This is an optimization exercise on Yosys and OpenROAD, whose aim is small area, not a production implementation. At most, simulation tests tie the RTL to the original design; equivalence was not proved.

==> build 40: inputs <==
==> flow/design.v (excerpt) <==
module register_file_mp
#(
   parameter int DATA_WIDTH = regfile_pkg::DEF_DATA_WIDTH,
   parameter int REG_NUMBER = regfile_pkg::DEF_REG_NUMBER,
   parameter int NUM_READ   = regfile_pkg::DEF_NUM_READ
)
(
   input  logic                           clk,
   input  logic                           rst,
   input  logic [NUM_READ*REG_NUMBER-1:0] rs_addr,
   output logic [NUM_READ*DATA_WIDTH-1:0] rs_data,
   output logic [NUM_READ-1:0]            rs_busy,
   input  logic [1:0]                     wr_en,
   input  logic [2*REG_NUMBER-1:0]        wr_addr,
   input  logic [2*DATA_WIDTH-1:0]        wr_data,
   input  logic                           rsv_en,
   input  logic [REG_NUMBER-1:0]          rsv_addr,
   input  logic                           clr_req,
   output logic                           clr_busy
);
   localparam int DEPTH = 2**REG_NUMBER;
   logic [DEPTH-1:1][DATA_WIDTH-1:0] r_regs_n;
   logic [DEPTH-1:1]                 r_busy_n;
   logic                             r_sweep;
   logic [REG_NUMBER-1:0]            r_index;
   logic [REG_NUMBER-1:0]   w_wa0, w_wa1;
   logic [2*DATA_WIDTH-1:0] w_wd_n;
   logic [DEPTH-1:1][DATA_WIDTH-1:0] w_aoi;
   logic [DEPTH-1:1][DATA_WIDTH-1:0] w_d;
   logic [DEPTH-1:1]                 w_we0, w_we1, w_hold, w_rsv, w_clr, w_keep;
   assign w_wa0  = wr_addr[REG_NUMBER-1:0];
   assign w_wa1  = wr_addr[2*REG_NUMBER-1:REG_NUMBER];
   assign w_wd_n = ~wr_data;
   always_comb begin
      for (int r = 1; r < DEPTH; r++) begin
         w_we1[r]  = !r_sweep && wr_en[1] && (w_wa1 == REG_NUMBER'(r));
         w_we0[r]  = !r_sweep && wr_en[0] && (w_wa0 == REG_NUMBER'(r)) && !w_we1[r];
         w_hold[r] = !(w_we1[r] || w_we0[r]);
         w_rsv[r]  = !r_sweep && rsv_en && (rsv_addr == REG_NUMBER'(r));
         w_clr[r]  = rst || (r_sweep && (r_index == REG_NUMBER'(r)));
         w_keep[r] = !w_clr[r];
      end
   end
   genvar gr, gb;
   generate
      for (gr = 1; gr < DEPTH; gr++) begin : g_reg
         for (gb = 0; gb < DATA_WIDTH; gb++) begin : g_bit
            regfile_aoi222 u_next (
               .a1(w_we1[gr]),  .a2(w_wd_n[DATA_WIDTH+gb]),
  ...
==> module regfile_sel31, before the edit <==
module regfile_sel31
(
   input  logic [31:1] i_sel_n,
   input  logic [31:1] i_val_n,
   output logic        o
);
   logic [15:0] w_t;
   genvar gi;
   generate
      for (gi = 0; gi < 15; gi++) begin : g_pair
         regfile_oai22 u_p (.a(i_sel_n[2*gi+1]), .b(i_val_n[2*gi+1]),
                            .c(i_sel_n[2*gi+2]), .d(i_val_n[2*gi+2]), .y(w_t[gi]));
      end
   endgenerate
   regfile_nor2 u_last (.a(i_sel_n[31]), .b(i_val_n[31]), .y(w_t[15]));
   regfile_or16 u_or   (.i(w_t), .o(o));
endmodule
==> module regfile_or16, before the edit <==
module regfile_or16 (input logic [15:0] i, output logic o);
   assign o = |i;
endmodule
make LEC_CHECK=0 CAP_MARGIN=0 CORE_MARGIN=2 CORE_UTILIZATION=35 CTS_CLUSTER_DIAMETER=60 CTS_CLUSTER_SIZE=30 GPL_TIMING_DRIVEN=0 PLACE_DENSITY=0.45 SLEW_MARGIN=0 SYNTH_HIERARCHICAL=1 finish   # period 7.0 ns
run.sh (not shown) runs the stock make flow with config.mk's settings and CLKGATE_MAP_FILE= SYNTH_SCRIPT=/design/flow/synth_recipe.tcl, a recipe that flattens the netlist after the stock synthesis.
==> build 90: changes against build 40 <==
--- a/flow/design.v
+++ b/flow/design.v
@@ -69,29 +69,33 @@
 (
    input  logic [31:1] i_sel_n,
    input  logic [31:1] i_val_n,
    output logic        o
 );
    logic [15:0] w_t;
+   logic [3:0]  w_g;
    genvar gi;
    generate
       for (gi = 0; gi < 15; gi++) begin : g_pair
          regfile_oai22 u_p (.a(i_sel_n[2*gi+1]), .b(i_val_n[2*gi+1]),
                             .c(i_sel_n[2*gi+2]), .d(i_val_n[2*gi+2]), .y(w_t[gi]));
       end
    endgenerate
    regfile_nor2 u_last (.a(i_sel_n[31]), .b(i_val_n[31]), .y(w_t[15]));
-   regfile_or16 u_or   (.i(w_t), .o(o));
+   for (genvar gg = 0; gg < 4; gg++) begin : g_grp
+      regfile_or4 u_g (.i(w_t[4*gg +: 4]), .o(w_g[gg]));
+   end
+   regfile_or4 u_or (.i(w_g), .o(o));
 endmodule
 module regfile_oai22 (input logic a, b, c, d, output logic y);
    assign y = !((a || b) && (c || d));
 endmodule
 module regfile_ao21 (input logic a1, a2, b, output logic y);
    assign y = (a1 && a2) || b;
 endmodule
-module regfile_or16 (input logic [15:0] i, output logic o);
+module regfile_or4 (input logic [3:0] i, output logic o);
    assign o = |i;
 endmodule
 module register_file_mp
 #(
    parameter int DATA_WIDTH = regfile_pkg::DEF_DATA_WIDTH,
    parameter int REG_NUMBER = regfile_pkg::DEF_REG_NUMBER,
==> flow/flow/run.sh (new file) <==
#!/bin/bash
# Layout flow: the standard ORFS flow (standard.sh, synthesis unchanged), with a few
# step options set through the ORFS variables the steps read:
#  - port buffers use buf_2 instead of the flow's default pick (a slow delay cell);
#  - the buffers Yosys/ABC put in are removed at floorplan, and repair_design re-buffers;
#  - CTS uses clkbuf_8, clusters up to 20 sinks within 50 um, and inserts no dummy loads;
#  - after global-route repair, non-critical gates are downsized (power recovery).
# standard.sh's output goes to standard.log; each ORFS step logs to orfs/logs/.
set -euo pipefail
export BUFFER_PORTS_ARGS="-buffer_cell sky130_fd_sc_hd__buf_2"
export REMOVE_ABC_BUFFERS=1
export CTS_ARGS="-sink_clustering_enable -repair_clock_nets -sink_clustering_size 20 -sink_clustering_max_diameter 50 -buf_list sky130_fd_sc_hd__clkbuf_8 -dont_use_dummy_load"
export RECOVER_POWER=100
bash standard.sh > standard.log 2>&1
==> flow/standard.sh (new file) <==
#!/bin/bash
# synth_recipe.tcl (not shown) runs the flow's synth.tcl, then flattens the netlist and writes it again
# the make line also repeats each setting of config.mk as NAME=value (left out here)
make -C /OpenROAD-flow-scripts/flow DESIGN_CONFIG=/design/flow/config.mk WORK_HOME=/design/flow/orfs CLKGATE_MAP_FILE= SYNTH_SCRIPT=/design/flow/synth_recipe.tcl "${@:-finish}"
CAP_MARGIN = 10   (was 0)
CTS_CLUSTER_DIAMETER = unset   (was 60)
CTS_CLUSTER_SIZE = unset   (was 30)
SETUP_SLACK_MARGIN = 0.1   (was unset)
SLEW_MARGIN = 10   (was 0)
removed: flow/run.sh
==> build 71: changes against build 40 <==
==> flow/design.v (replaced) <==
package regfile_pkg;
   localparam int DEF_DATA_WIDTH = 20;
   localparam int DEF_REG_NUMBER = 5;
   localparam int DEF_NUM_READ   = 3;
endpackage
module regfile_read_port
#(
   parameter int DATA_WIDTH = regfile_pkg::DEF_DATA_WIDTH,
   parameter int REG_NUMBER = regfile_pkg::DEF_REG_NUMBER
)
(
   input  logic [REG_NUMBER-1:0]                    i_addr,
   input  logic [2**REG_NUMBER-1:1][DATA_WIDTH-1:0] i_data_n,
   input  logic [2**REG_NUMBER-1:1]                 i_busy_n,
   output logic [DATA_WIDTH-1:0]                    o_data,
   output logic                                     o_busy
);
   localparam int DEPTH = 2**REG_NUMBER;
   logic [DEPTH-1:1] w_sel_n;
   always_comb begin
      for (int r = 1; r < DEPTH; r++) begin
         w_sel_n[r] = (i_addr != REG_NUMBER'(r));
      end
   end
   genvar gb;
   generate
      for (gb = 0; gb <= DATA_WIDTH; gb++) begin : g_bit
         logic [DEPTH-1:1] w_in_n;
         if (gb < DATA_WIDTH) begin : g_d
            for (genvar r = 1; r < DEPTH; r++) begin : g_r
               assign w_in_n[r] = i_data_n[r][gb];
            end
         end else begin : g_b
            assign w_in_n = i_busy_n;
         end
         logic w_out;
         regfile_or31_sel u_sel (.i_sel_n(w_sel_n), .i_val_n(w_in_n), .o(w_out));
         if (gb < DATA_WIDTH) begin : g_od
            assign o_data[gb] = w_out;
         end else begin : g_ob
            assign o_busy = w_out;
         end
      end
   endgenerate
endmodule
module regfile_or31_sel
(
   input  logic [31:1] i_sel_n,
   input  logic [31:1] i_val_n,
   output logic        o
);
   logic [15:0] w_t;
   logic [3:0]  w_g;
   genvar gi;
   generate
      for (gi = 0; gi < 15; gi++) begin : g_pair
         regfile_oai22 u_p (.a(i_sel_n[2*gi+1]), .b(i_val_n[2*gi+1]),
                            .c(i_sel_n[2*gi+2]), .d(i_val_n[2*gi+2]), .y(w_t[gi]));
      end
      for (gi = 0; gi < 4; gi++) begin : g_grp
         regfile_or4 u_g (.a(w_t[4*gi]), .b(w_t[4*gi+1]), .c(w_t[4*gi+2]), .d(w_t[4*gi+3]),
                          .y(w_g[gi]));
      end
   endgenerate
   regfile_nor2 u_last (.a(i_sel_n[31]), .b(i_val_n[31]), .y(w_t[15]));
   regfile_or4 u_out (.a(w_g[0]), .b(w_g[1]), .c(w_g[2]), .d(w_g[3]), .y(o));
endmodule
module regfile_oai22 (input logic a, b, c, d, output logic y);
   assign y = !((a || b) && (c || d));
endmodule
module regfile_or4 (input logic a, b, c, d, output logic y);
   assign y = a || b || c || d;
endmodule
module register_file_mp
#(
   parameter int DATA_WIDTH = regfile_pkg::DEF_DATA_WIDTH,
   parameter int REG_NUMBER = regfile_pkg::DEF_REG_NUMBER,
   parameter int NUM_READ   = regfile_pkg::DEF_NUM_READ
)
(
   input  logic                           clk,
   input  logic                           rst,
   input  logic [NUM_READ*REG_NUMBER-1:0] rs_addr,
   output logic [NUM_READ*DATA_WIDTH-1:0] rs_data,
   output logic [NUM_READ-1:0]            rs_busy,
   input  logic [1:0]                     wr_en,
   input  logic [2*REG_NUMBER-1:0]        wr_addr,
   input  logic [2*DATA_WIDTH-1:0]        wr_data,
   input  logic                           rsv_en,
   input  logic [REG_NUMBER-1:0]          rsv_addr,
   input  logic                           clr_req,
   output logic                           clr_busy
);
   localparam int DEPTH = 2**REG_NUMBER;
   logic [DEPTH-1:1][DATA_WIDTH-1:0] r_regs;
   logic [DEPTH-1:1]                 r_busy;
   logic                             r_sweep;
   logic [REG_NUMBER-1:0]            r_index;
   logic [REG_NUMBER-1:0] w_wa0, w_wa1;
   logic [DATA_WIDTH-1:0] w_wd0, w_wd1;
   logic [DEPTH-1:1][DATA_WIDTH-1:0] w_next_n;
   logic [DEPTH-1:1][DATA_WIDTH-1:0] w_d;
   logic [DEPTH-1:1]                 w_busy_rd, w_busy_rd_n;
   logic [DEPTH-1:1]                 w_we0, w_we1, w_hold, w_rsv, w_clr;
   assign w_wa0 = wr_addr[REG_NUMBER-1:0];
   assign w_wa1 = wr_addr[2*REG_NUMBER-1:REG_NUMBER];
   assign w_wd0 = wr_data[DATA_WIDTH-1:0];
   assign w_wd1 = wr_data[2*DATA_WIDTH-1:DATA_WIDTH];
   always_comb begin
      for (int r = 1; r < DEPTH; r++) begin
         w_we1[r]  = !r_sweep && wr_en[1] && (w_wa1 == REG_NUMBER'(r));
         w_we0[r]  = !r_sweep && wr_en[0] && (w_wa0 == REG_NUMBER'(r)) && !w_we1[r];
         w_hold[r] = !(w_we1[r] || w_we0[r]);
         w_rsv[r]  = !r_sweep && rsv_en && (rsv_addr == REG_NUMBER'(r));
         w_clr[r]  = rst || (r_sweep && (r_index == REG_NUMBER'(r)));
         w_busy_rd[r]   = w_hold[r] ? r_busy[r] : w_rsv[r];
         w_busy_rd_n[r] = !w_busy_rd[r];
      end
   end
   genvar gr, gb;
   generate
      for (gr = 1; gr < DEPTH; gr++) begin : g_reg
         for (gb = 0; gb < DATA_WIDTH; gb++) begin : g_bit
            regfile_aoi222 u_next (
               .a1(w_we1[gr]),  .a2(w_wd1[gb]),
               .b1(w_we0[gr]),  .b2(w_wd0[gb]),
               .c1(w_hold[gr]), .c2(r_regs[gr][gb]),
               .y (w_next_n[gr][gb])
            );
            regfile_nor2 u_clr (.a(w_next_n[gr][gb]), .b(w_clr[gr]), .y(w_d[gr][gb]));
         end
      end
   endgenerate
   always_ff @(posedge clk) begin
      for (int r = 1; r < DEPTH; r++) begin
         r_regs[r] <= w_d[r];
         r_busy[r] <= (w_rsv[r] || w_busy_rd[r]) && !w_clr[r];
      end
   end
   always_ff @(posedge clk) begin
      if (rst) begin
         r_sweep <= 1'b0;
      end else if (r_sweep) begin
         r_index <= r_index + 1'b1;
         if (r_index == '1) begin
            r_sweep <= 1'b0;
         end
      end else if (clr_req) begin
         r_sweep <= 1'b1;
         r_index <= REG_NUMBER'(1);
      end
   end
   assign clr_busy = r_sweep;
   generate
      for (gb = 0; gb < NUM_READ; gb++) begin : g_rd
         regfile_read_port #(
            .DATA_WIDTH (DATA_WIDTH),
            .REG_NUMBER (REG_NUMBER)
         ) u_read_port (
            .i_addr   (rs_addr[gb*REG_NUMBER +: REG_NUMBER]),
            .i_data_n (w_next_n),
            .i_busy_n (w_busy_rd_n),
            .o_data   (rs_data[gb*DATA_WIDTH +: DATA_WIDTH]),
            .o_busy   (rs_busy[gb])
         );
      end
   endgenerate
endmodule
module regfile_aoi222 (input logic a1, a2, b1, b2, c1, c2, output logic y);
   assign y = !((a1 && a2) || (b1 && b2) || (c1 && c2));
endmodule
module regfile_nor2 (input logic a, b, output logic y);
   assign y = !(a || b);
endmodule
CAP_MARGIN = 20   (was 0)
CORE_UTILIZATION = 20   (was 35)
CTS_CLUSTER_DIAMETER = unset   (was 60)
CTS_CLUSTER_SIZE = unset   (was 30)
GPL_TIMING_DRIVEN = unset   (was 0)
PLACE_DENSITY = 0.3   (was 0.45)
SLEW_MARGIN = 20   (was 0)
==> reports/qor.yml <==
final_setup_violating_endpoints: 1
outcome: "complete, but fails checks"
largest_net_degree_at_the_start_of_global_routing: 34
finalWorstSetupSlack_ps: -23.0
layout.failed_checks: "setup timing"
-- figures above: build 71

==> reports/qor.yml <==
outcome: "complete, but fails checks"
layout.failed_checks: "capacitance limit, slew limit, setup timing"
finalWorstSetupSlack_ps: -287
floorplan.die.height_um: 321
timing_max_transition_violations_final: 682
drv.max_cap_violation_count: 41
final_setup_violating_endpoints: 47
-- figures above: build 90

==> reports/qor.yml <==
outcome: "complete, but fails checks"
layout.failed_checks: "capacitance limit, slew limit, setup timing"
worst-setup-path-type: "input pin to primary output"
timing_max_transition_violations_final: 52
io_buffer_count: 132
finalWorstSetupSlack_ps: -277
final_setup_violating_endpoints: 39
drv.max_cap_violation_count: 5
-- figures above: build 40

The RTL of build 40 and build 71 was laid out without a check of its function.

static timing again, ports no longer ideal:
In the flow no input, the clock included, has a driving cell. The finished layouts below were timed again as built, in two steps.
Step 1: set_driving_cell puts a clkbuf_16 on clk and a buf_2 on each other input, an assumption about the parent block.
Step 2, shift: input delay + t, output delay - t, t = (earliest + latest rising clock arrival at the registers) / 2. This alone moves slack from input paths to output paths.
Slacks: ideal / step 1 / step 2; pairs: ideal / step 1.
| run | t (ns) | setup WS [ns] | hold slack, ns |
|---|---|---|---|
| build 40 | 0.762 | -0.277 / -0.302 / -0.302 | 0.554 / 0.554 / 0.554 |
| build 90 | 0.879 | -0.287 / -0.318 / -0.534 | 0.553 / 0.553 / 0.553 |
| build 71 | 0.790 | -0.023 / -0.084 / -0.084 | 0.466 / 0.466 / 0.466 |
The setup slack of build 90, which loses most, moves by -0.031 ns with the drivers and by -0.247 ns with both steps.
